This is an optimization exercise on Yosys and OpenROAD, whose aim is a short achievable clock period and few clock cycles, not a production implementation. Where RTL was checked, it was by simulation tests only, not by an equivalence proof against the original. Power is estimated from default activity; no workload was simulated.

## main
## cvpCore
module cvpCore (
  input  logic               Clk1,
  input  logic               reset,
  input  logic [16-1:0] DataIn,
  output logic [16-1:0] Addr,
  output logic [16-1:0] dataOut,
  output logic               RD,
  output logic               WR,
  output logic               V
);
  localparam int Q = 6;
  logic [63:0] vreg [8];
  logic [15:0] sreg [8];
  logic        flag;
  logic [15:0] addrQ;
  logic        rdQ;
  logic        wrQ;
  logic [15:0] doutQ;
  logic        t1Fetch, t1Load;
  logic [15:0] t1Pc;
  logic [1:0]  t1Lane;
  logic [2:0]  t1Dst;
  logic        t2Fetch, t2Load;
  logic [15:0] t2Pc;
  logic [1:0]  t2Lane;
  logic [2:0]  t2Dst;
  logic [15:0] fpc;
  logic [Q-1:0] qv;
  logic [15:0]  qi [Q];
  logic [15:0]  qpc [Q];
  logic [1:0]  seqLeft;
  logic        seqLoad;
  logic [1:0]  seqLane;
  logic [2:0]  seqDst;
  logic        p1v, p2v;
  logic [2:0]  p1d, p2d;
  logic [10:0] p1SigBig [4];
  logic [10:0] p1SigSmall [4];
  logic [4:0]  p1ExpBig [4];
  logic [4:0]  p1Diff [4];
  logic [3:0]  p1Sub, p1SignBig, p1AnyInf, p1BothNeg;
  logic [14:0] p2Raw [4];
  logic [4:0]  p2ExpBig [4];
  logic [3:0]  p2SignBig, p2AnyInf, p2BothNeg;
  logic [15:0] hi;
  logic        hv;
  logic [3:0]  op;
  logic [2:0]  fd, fa, fb;
  logic        isVadd, isSst, isVld, isVst, isSll, isSlh, isMem;
  assign hi = qi[0];
  assign hv = qv[0];
  assign op = hi[15:12];
  assign fd = hi[11:9];
  ...
Size in the first run: about 53 I/O pins, ~81000 sq um of cells after synthesis.
Settings: LEC_CHECK=0, ABC_CLOCK_PERIOD_IN_PS=4000, CAP_MARGIN=20, CORE_MARGIN=2, CORE_UTILIZATION=45, SLEW_MARGIN=20; clock period 15.0 ns.
standard.sh (not shown) runs the stock make flow with config.mk's settings and CLKGATE_MAP_FILE= SYNTH_SCRIPT=/design/flow/synth_recipe.tcl, a recipe that flattens the netlist after the stock synthesis.
==> flow/flow/run.sh <==
#!/bin/bash
# Standard ORFS layout, with repair aiming well below the clock period.
set -euo pipefail
MARGIN=${MARGIN:-10.5}
bash standard.sh SETUP_SLACK_MARGIN=$MARGIN finish > flow_standard.log 2>&1
main ended with every stage complete and zero timing, DRC or antenna violations.
Testbench counts of main, summed over its fixed seeds: cycles 14,874.
## Diff of input files: the feature branch against main
# main
export LEC_CHECK = 0
export ABC_CLOCK_PERIOD_IN_PS = 4000
export CAP_MARGIN = 20
export CORE_MARGIN = 2
export CORE_UTILIZATION = 45
export SLEW_MARGIN = 20
create_clock -name core_clock -period 15.0 [get_ports {Clk1}]
# the feature branch
export LEC_CHECK = 0
export CAP_MARGIN = 20
export CORE_MARGIN = 2
export CORE_UTILIZATION = 30
export SLEW_MARGIN = 20
create_clock -name core_clock -period 15.0 [get_ports {Clk1}]
==> flow/run.sh (new file) <==
#!/bin/bash
# synth_recipe.tcl (not shown) runs the flow's synth.tcl, then flattens the netlist and writes it again
# the make line also repeats each setting of config.mk as NAME=value (left out here)
make -C /OpenROAD-flow-scripts/flow DESIGN_CONFIG=/design/flow/config.mk WORK_HOME=/design/flow/orfs CLKGATE_MAP_FILE= SYNTH_SCRIPT=/design/flow/synth_recipe.tcl finish
removed: flow/flow/run.sh
removed: flow/standard.sh
- Delta (the feature branch minus main): sequential share of layout area +4.2 points, mean routed wirelength per cell shrank by 4.7 microns, share of the core filled with cells went down.
- In the feature branch the part of the total power dissipated in combinational logic turned out 10 points lower than in main.
- The feature branch — wire length reported by the detailed router 30000 microns lower, main as reference
- As far as area fraction in compound gates after synthesis goes, main and the feature branch are indistinguishable; the numbers are identical.
- The higher area growth from synthesis to layout of the feature branch and main is in main.

========
Another version of the RTL of cvpCore (not shown whole).
For scale: about 9800 cells after synthesis, about 1800 flip-flops, about 110000 um2 of cells after synthesis.
clock: 15.0 ns
lec_check: 0
abc_clock_period_in_ps: 4000
cap_margin: 20
core_margin: 2
core_utilization: 70
slew_margin: 20
==> flow/flow/run.sh <==
#!/bin/bash
# Standard ORFS layout, with repair aiming well below the clock period.
set -euo pipefail
MARGIN=${MARGIN:-11.2}
bash standard.sh SETUP_SLACK_MARGIN=$MARGIN finish > flow_standard.log 2>&1
The baseline never finished: it broke off in global routing.
Then changed:
CORE_UTILIZATION = 60   (was 70)
=> With this change the flow finished clean. Area after synthesis does not change. Synthesized cell count is unchanged.
No functional check of the RTL was part of any run of this note.

========
cvpCore, a different RTL version from the one above (not shown whole).
For scale: about 8,500 cells after synthesis, about 1,800 flip-flops, ~53 I/O pins, ~100,000 µm² of cells after synthesis.
clock: 15.0 ns
lec_check: 0
abc_clock_period_in_ps: 4000
cap_margin: 20
core_margin: 2
core_utilization: 60
slew_margin: 20
==> flow/flow/run.sh <==
#!/bin/bash
# Standard ORFS layout, with repair aiming well below the clock period.
set -euo pipefail
MARGIN=${MARGIN:-10.5}
bash standard.sh SETUP_SLACK_MARGIN=$MARGIN finish > flow_standard.log 2>&1
==> next run, changes <==
==> flow/flow/run.sh (replaced) <==
#!/bin/bash
# Standard ORFS layout, with repair aiming well below the clock period.
set -euo pipefail
MARGIN=${MARGIN:-11.2}
bash standard.sh SETUP_SLACK_MARGIN=$MARGIN finish > flow_standard.log 2>&1
The changed run ran to the end with no violations. Power is higher by 13%. Register-to-register slack improves by 0.21 ns. Utilization rose by 5.1 points. Final cell count came out higher by 4.2%. Sequential share of layout area decreases by 2.8 points. Count of clock-buffer cells in the layout went down by 2. Non-clock buffer count went up by 408. Final area grows by 7.6%.
No run of this note included a check of the RTL's function; only the layout flow was run.

## port drivers added, routing unchanged
Ports are ideal in the flow. The routed layouts listed here were re-timed in OpenROAD.
Step 1, drivers: a clkbuf_16 drives Clk1 and a buf_2 each remaining input, both assumed.
Step 2 times the ports against the registers' clock, not the clock port: input delays grow and output delays shrink by t, the midpoint of the rising clock arrivals with the driver on.
a / b / c = ideal ports / drivers / drivers and shift; a / b = the first two.
run	shift t [ns]	setup slack, ns	worst hold slack (ns)	worst setup path after step 2	slew at the worst register clock pin (ns)
main	0.895	9.107 / 9.107 / 8.925	0.326 / 0.326 / 0.326	input to register	0.07 / 0.07
the feature branch	0.887	6.712 / 6.712 / 6.712	0.302 / 0.302 / 0.302	register to register	0.07 / 0.07
the second run of note 2	0.958	10.238 / 9.996 / 9.039	0.324 / 0.324 / 0.324	input to register	0.07 / 0.07
the first run of note 3	0.925	10.418 / 10.283 / 9.358	0.303 / 0.303 / 0.303	input to register	0.07 / 0.07
the second run of note 3	0.943	10.483 / 10.213 / 9.270	0.320 / 0.320 / 0.320	input to register	0.07 / 0.07
After both steps every run listed still meets setup and hold. The setup slack of the second run of note 3, which loses most, moves by -0.270 ns with the drivers and by -1.213 ns with both steps.
